Context: an optimization exercise on an open-source flow, tuned for small area. The choices shown serve that exercise and are no tape-out recipe. At most, simulation tests tie the RTL to the original design; equivalence was not proved. Power and IR drop assume default switching activity. The flow treats the clock pin as an ideal source, which a real chip does not have.

## imem_loader
module imem_loader #(
   parameter int DEPTH = 64,
   parameter int AW    = $clog2(DEPTH)
) (
   input  logic          clk,
   input  logic          reset,
   input  logic [7:0]    rx_data,
   input  logic          rx_valid,
   output logic          rx_ready,
   input  logic [31:0]   PC,
   output logic [31:0]   Instr,
   output logic          cpu_reset,
   output logic          load_done,
   output logic          load_err,
   output logic [AW:0]   words_loaded
);
clock: 8.0 ns
lec_check: 0
cap_margin: 20
core_margin: 2
core_utilization: 50
slew_margin: 20
synth_hierarchical: 1
synth_minimum_keep_size: 0
run.sh (not shown) runs the stock make flow with config.mk's settings and CLKGATE_MAP_FILE= SYNTH_SCRIPT=/design/flow/synth_recipe.tcl, a recipe that flattens the netlist after the stock synthesis.
Then changed:
==> flow/flow/run.sh (new file) <==
#!/bin/bash
# Own layout flow: the standard ORFS flow (standard.sh) with a few options
# changed through make variables. Each tool's full log stays under orfs/logs/;
# make's own output goes to standard.log here.
set -uo pipefail
cd "$(dirname "$0")/.."
bash standard.sh \
  BUFFER_PORTS_ARGS="-buffer_cell sky130_fd_sc_hd__buf_1" \
  CTS_ARGS="-sink_clustering_enable -repair_clock_nets -dont_use_dummy_load" \
  RECOVER_POWER=100 \
  finish > standard.log 2>&1
==> flow/standard.sh (new file) <==
#!/bin/bash
# synth_recipe.tcl (not shown) runs the flow's synth.tcl, then flattens the netlist and writes it again
# the make line also repeats each setting of config.mk as NAME=value (left out here)
make -C /OpenROAD-flow-scripts/flow DESIGN_CONFIG=/design/flow/config.mk WORK_HOME=/design/flow/orfs CLKGATE_MAP_FILE= SYNTH_SCRIPT=/design/flow/synth_recipe.tcl "${@:-finish}"
removed: flow/run.sh
Outcome: Now the flow completed, yet does not pass: capacitance limit, slew limit. Area after synthesis does not change. Synthesized cell count is unchanged. Final area came out lower by 4.1%. Count of clock-buffer cells in the layout came out lower by 103. Global-route usage came out lower by 0.13 points. Wire length came out lower by about 0.6%. Setup slack improves by 120 ps. Utilization came out lower by 2.5 points. Non-clock buffer count came out lower by 12. Via count came out lower by about 1.2%.
No functional check of the RTL was part of any run of this note.

========
Setup of old:
Another version of the RTL of imem_loader (not shown whole).
Size in the first run: about 86 I/O pins, ~0.057 mm^2 of cells after synthesis.
Settings: LEC_CHECK=0, CAP_MARGIN=20, CORE_MARGIN=2, CORE_UTILIZATION=80, SETUP_SLACK_MARGIN=0.1, SLEW_MARGIN=20, SYNTH_HIERARCHICAL=1, SYNTH_MINIMUM_KEEP_SIZE=0; clock period 8.0 ns.
standard.sh (not shown) runs the stock make flow with config.mk's settings and CLKGATE_MAP_FILE= SYNTH_SCRIPT=/design/flow/synth_recipe.tcl, a recipe that flattens the netlist after the stock synthesis.
==> flow/flow/run.sh <==
#!/bin/bash
# Own layout flow: the standard ORFS flow (standard.sh) with a few options
# changed through make variables and step hooks. Each tool's full log stays under
# orfs/logs/; make's own output goes to standard.log here.
#  - downsize_nor.tcl (after synthesis): read-tree NOR gates start at drive 1.
#  - BUFFER_PORTS_ARGS + post_gpl.tcl: small port buffers (buf_2 in, buf_1 out).
#  - CTS_ARGS: clkbuf_16 only, larger sink clusters, no dummy loads.
set -uo pipefail
cd "$(dirname "$0")/.."
F=$(pwd)/flow
bash standard.sh \
  POST_SYNTH_TCL=$F/downsize_nor.tcl \
  BUFFER_PORTS_ARGS="-buffer_cell sky130_fd_sc_hd__buf_2" \
  POST_GLOBAL_PLACE_TCL=$F/post_gpl.tcl \
  CTS_ARGS="-sink_clustering_enable -repair_clock_nets -dont_use_dummy_load -sink_clustering_size 35 -sink_clustering_max_diameter 60 -buf_list sky130_fd_sc_hd__clkbuf_16" \
  finish > standard.log 2>&1
==> flow/flow/downsize_nor.tcl <==
# Synthesis gives the read tree's 4- and 3-input NORs double drive strength;
# start them at the smallest size and let the repair steps size up where needed.
set ndown 0
foreach inst [[ord::get_db_block] getInsts] {
  set m [[$inst getMaster] getName]
  if {[regexp {^(sky130_fd_sc_hd__nor[34])_2$} $m -> base]} {
    replace_cell [$inst getName] ${base}_1
    incr ndown
  }
}
puts "downsize_nor.tcl: $ndown cells downsized"
==> flow/flow/post_gpl.tcl <==
# Port buffers are buf_2 (BUFFER_PORTS_ARGS); the output ones, which drive only
# the port, are switched to buf_1 here. Later repair steps size up if needed.
set n 0
foreach inst [[ord::get_db_block] getInsts] {
  if {[string match output* [$inst getName]] &&
      [[$inst getMaster] getName] eq "sky130_fd_sc_hd__buf_2"} {
    replace_cell [$inst getName] sky130_fd_sc_hd__buf_1
    incr n
  }
}
puts "post_gpl.tcl: $n output buffers set to buf_1"
The final layout from old, which completed every stage, passed the timing, design-rule and antenna checks at the end of the flow.
Input-level comparison between new and old:
- an added GPL_TIMING_DRIVEN of 0
- a change of SETUP_SLACK_MARGIN from 0.1 to 0.3
--- a/flow/flow/run.sh
+++ b/flow/flow/run.sh
@@ -13,4 +13,4 @@
   BUFFER_PORTS_ARGS="-buffer_cell sky130_fd_sc_hd__buf_2" \
   POST_GLOBAL_PLACE_TCL=$F/post_gpl.tcl \
-  CTS_ARGS="-sink_clustering_enable -repair_clock_nets -dont_use_dummy_load -sink_clustering_size 35 -sink_clustering_max_diameter 60 -buf_list sky130_fd_sc_hd__clkbuf_16" \
+  CTS_ARGS="-sink_clustering_enable -repair_clock_nets -dont_use_dummy_load -sink_clustering_size 30 -sink_clustering_max_diameter 100 -buf_list sky130_fd_sc_hd__clkbuf_16" \
   finish > standard.log 2>&1
## What came out
| design internal power | new vs old | ≈ equal |
Diff old -> new: fraction of area in multi-input gates flat, power spent charging and discharging nets saw little to no change, number of gates on the worst path with buffers counted has increased.
Going from old to new, maximum net fanout on the critical path shrinks by 17.
Diff old -> new | top achievable clock speed | up slightly
Met2 track demand over resource delta for new relative to old: 1.1 points higher
Changes observed in new relative to old: post-cts repair resize count saw little to no change; total track usage saw an increase.

========
## v31
Another version of the RTL of imem_loader (not shown whole).
Size: about 4100 cells after synthesis, about 86 I/O pins.
// imem_loader
module imem_loader #(
   parameter int DEPTH = 64,
   parameter int AW    = $clog2(DEPTH)
) (
   input  logic          clk,
   input  logic          reset,
   input  logic [7:0]    rx_data,
   input  logic          rx_valid,
   output logic          rx_ready,
   input  logic [31:0]   PC,
   output logic [31:0]   Instr,
   output logic          cpu_reset,
   output logic          load_done,
   output logic          load_err,
   output logic [AW:0]   words_loaded
);
clock: 8.0 ns
lec_check: 0
cap_margin: 20
core_margin: 2
core_utilization: 70
slew_margin: 20
synth_hierarchical: 1
synth_minimum_keep_size: 0
==> flow/flow/run.sh <==
#!/bin/bash
# Own layout flow: the standard ORFS flow (standard.sh) with a few options
# changed through make variables. Each tool's full log stays under orfs/logs/;
# make's own output goes to standard.log here.
set -uo pipefail
cd "$(dirname "$0")/.."
F=$(pwd)/flow
bash standard.sh \
  POST_SYNTH_TCL=$F/downsize_nor.tcl \
  BUFFER_PORTS_ARGS="-buffer_cell sky130_fd_sc_hd__buf_1" \
  CTS_ARGS="-sink_clustering_enable -repair_clock_nets -dont_use_dummy_load -sink_clustering_size 25 -sink_clustering_max_diameter 100 -buf_list sky130_fd_sc_hd__clkbuf_16" \
  finish > standard.log 2>&1
Scripts as last shown in full above: flow/flow/downsize_nor.tcl
Setup changes, v31 to v37
- CORE_UTILIZATION changed from 70 to 80
-- flow/flow/run.sh --
<<< v31, line 11
  CTS_ARGS="-sink_clustering_enable -repair_clock_nets -dont_use_dummy_load -sink_clustering_size 25 -sink_clustering_max_diameter 100 -buf_list sky130_fd_sc_hd__clkbuf_16" \
>>> v37, line 11
  CTS_ARGS="-sink_clustering_enable -repair_clock_nets -dont_use_dummy_load -sink_clustering_size 30 -sink_clustering_max_diameter 100 -buf_list sky130_fd_sc_hd__clkbuf_16" \
Per the comparison of v37 with v31, number of sequential cells shows no meaningful change, standby leakage power shows a reduction of about 1.1%, via count of the first global-routing pass shows an increase of 3300. Looking at via count, v37 sits 6.3% higher than v31 does. Total power on v37 is ahead of v31. In v37 relative to v31, post-route cell area had gone down slightly. On v37: maximum fanout along the worst path is 17 higher than what v31 gave. Going from v31 to v37, logic depth of the worst path, buffers included shrinks by 1. Post-synthesis to final-layout area growth for v37 is lower than for v31. v31 reports its capture point of the critical path as Instr[15] while v37 reports Instr[20]. Clock tree cell share of total cell area down 0.53 points in v37 wrt v31.
Function was not checked in any run of this note: the RTL went through the layout flow alone.

[static timing again, ports no longer ideal]
The flow's constraints put no driver on any port. The routed layouts listed below were extracted and timed again, unchanged, in two steps.
Step 1: set_driving_cell puts a clkbuf_16 on clk and a buf_2 on each other input, an assumption about the parent block.
Step 2 times the ports against the registers' clock, not the clock port: input delays grow and output delays shrink by t, the midpoint of the rising clock arrivals with the driver on.
Three values: ideal ports, drivers, drivers and shift; two values: the first two.
run | t (ns) | setup WS [ns] | latest minus earliest clock arrival (ns) | slew at the worst register clock pin (ns)
the first run of note 1 | 0.876 | 0.094 / 0.064 / 0.064 | 0.036 / 0.036 | 0.07 / 0.07
the second run of note 1 | 0.833 | 0.216 / 0.187 / 0.187 | 0.065 / 0.066 | 0.07 / 0.07
old | 0.724 | 0.279 / 0.148 / 0.148 | 0.065 / 0.064 | 0.12 / 0.12
new | 0.730 | 0.412 / 0.338 / 0.338 | 0.066 / 0.065 | 0.11 / 0.11
v31 | 0.724 | 0.256 / 0.234 / 0.234 | 0.077 / 0.077 | 0.10 / 0.10
v37 | 0.724 | 0.369 / 0.345 / 0.345 | 0.072 / 0.073 | 0.12 / 0.12
For old, which loses most, drivers alone change the setup slack by -0.131 ns; drivers and shift together by -0.131 ns.
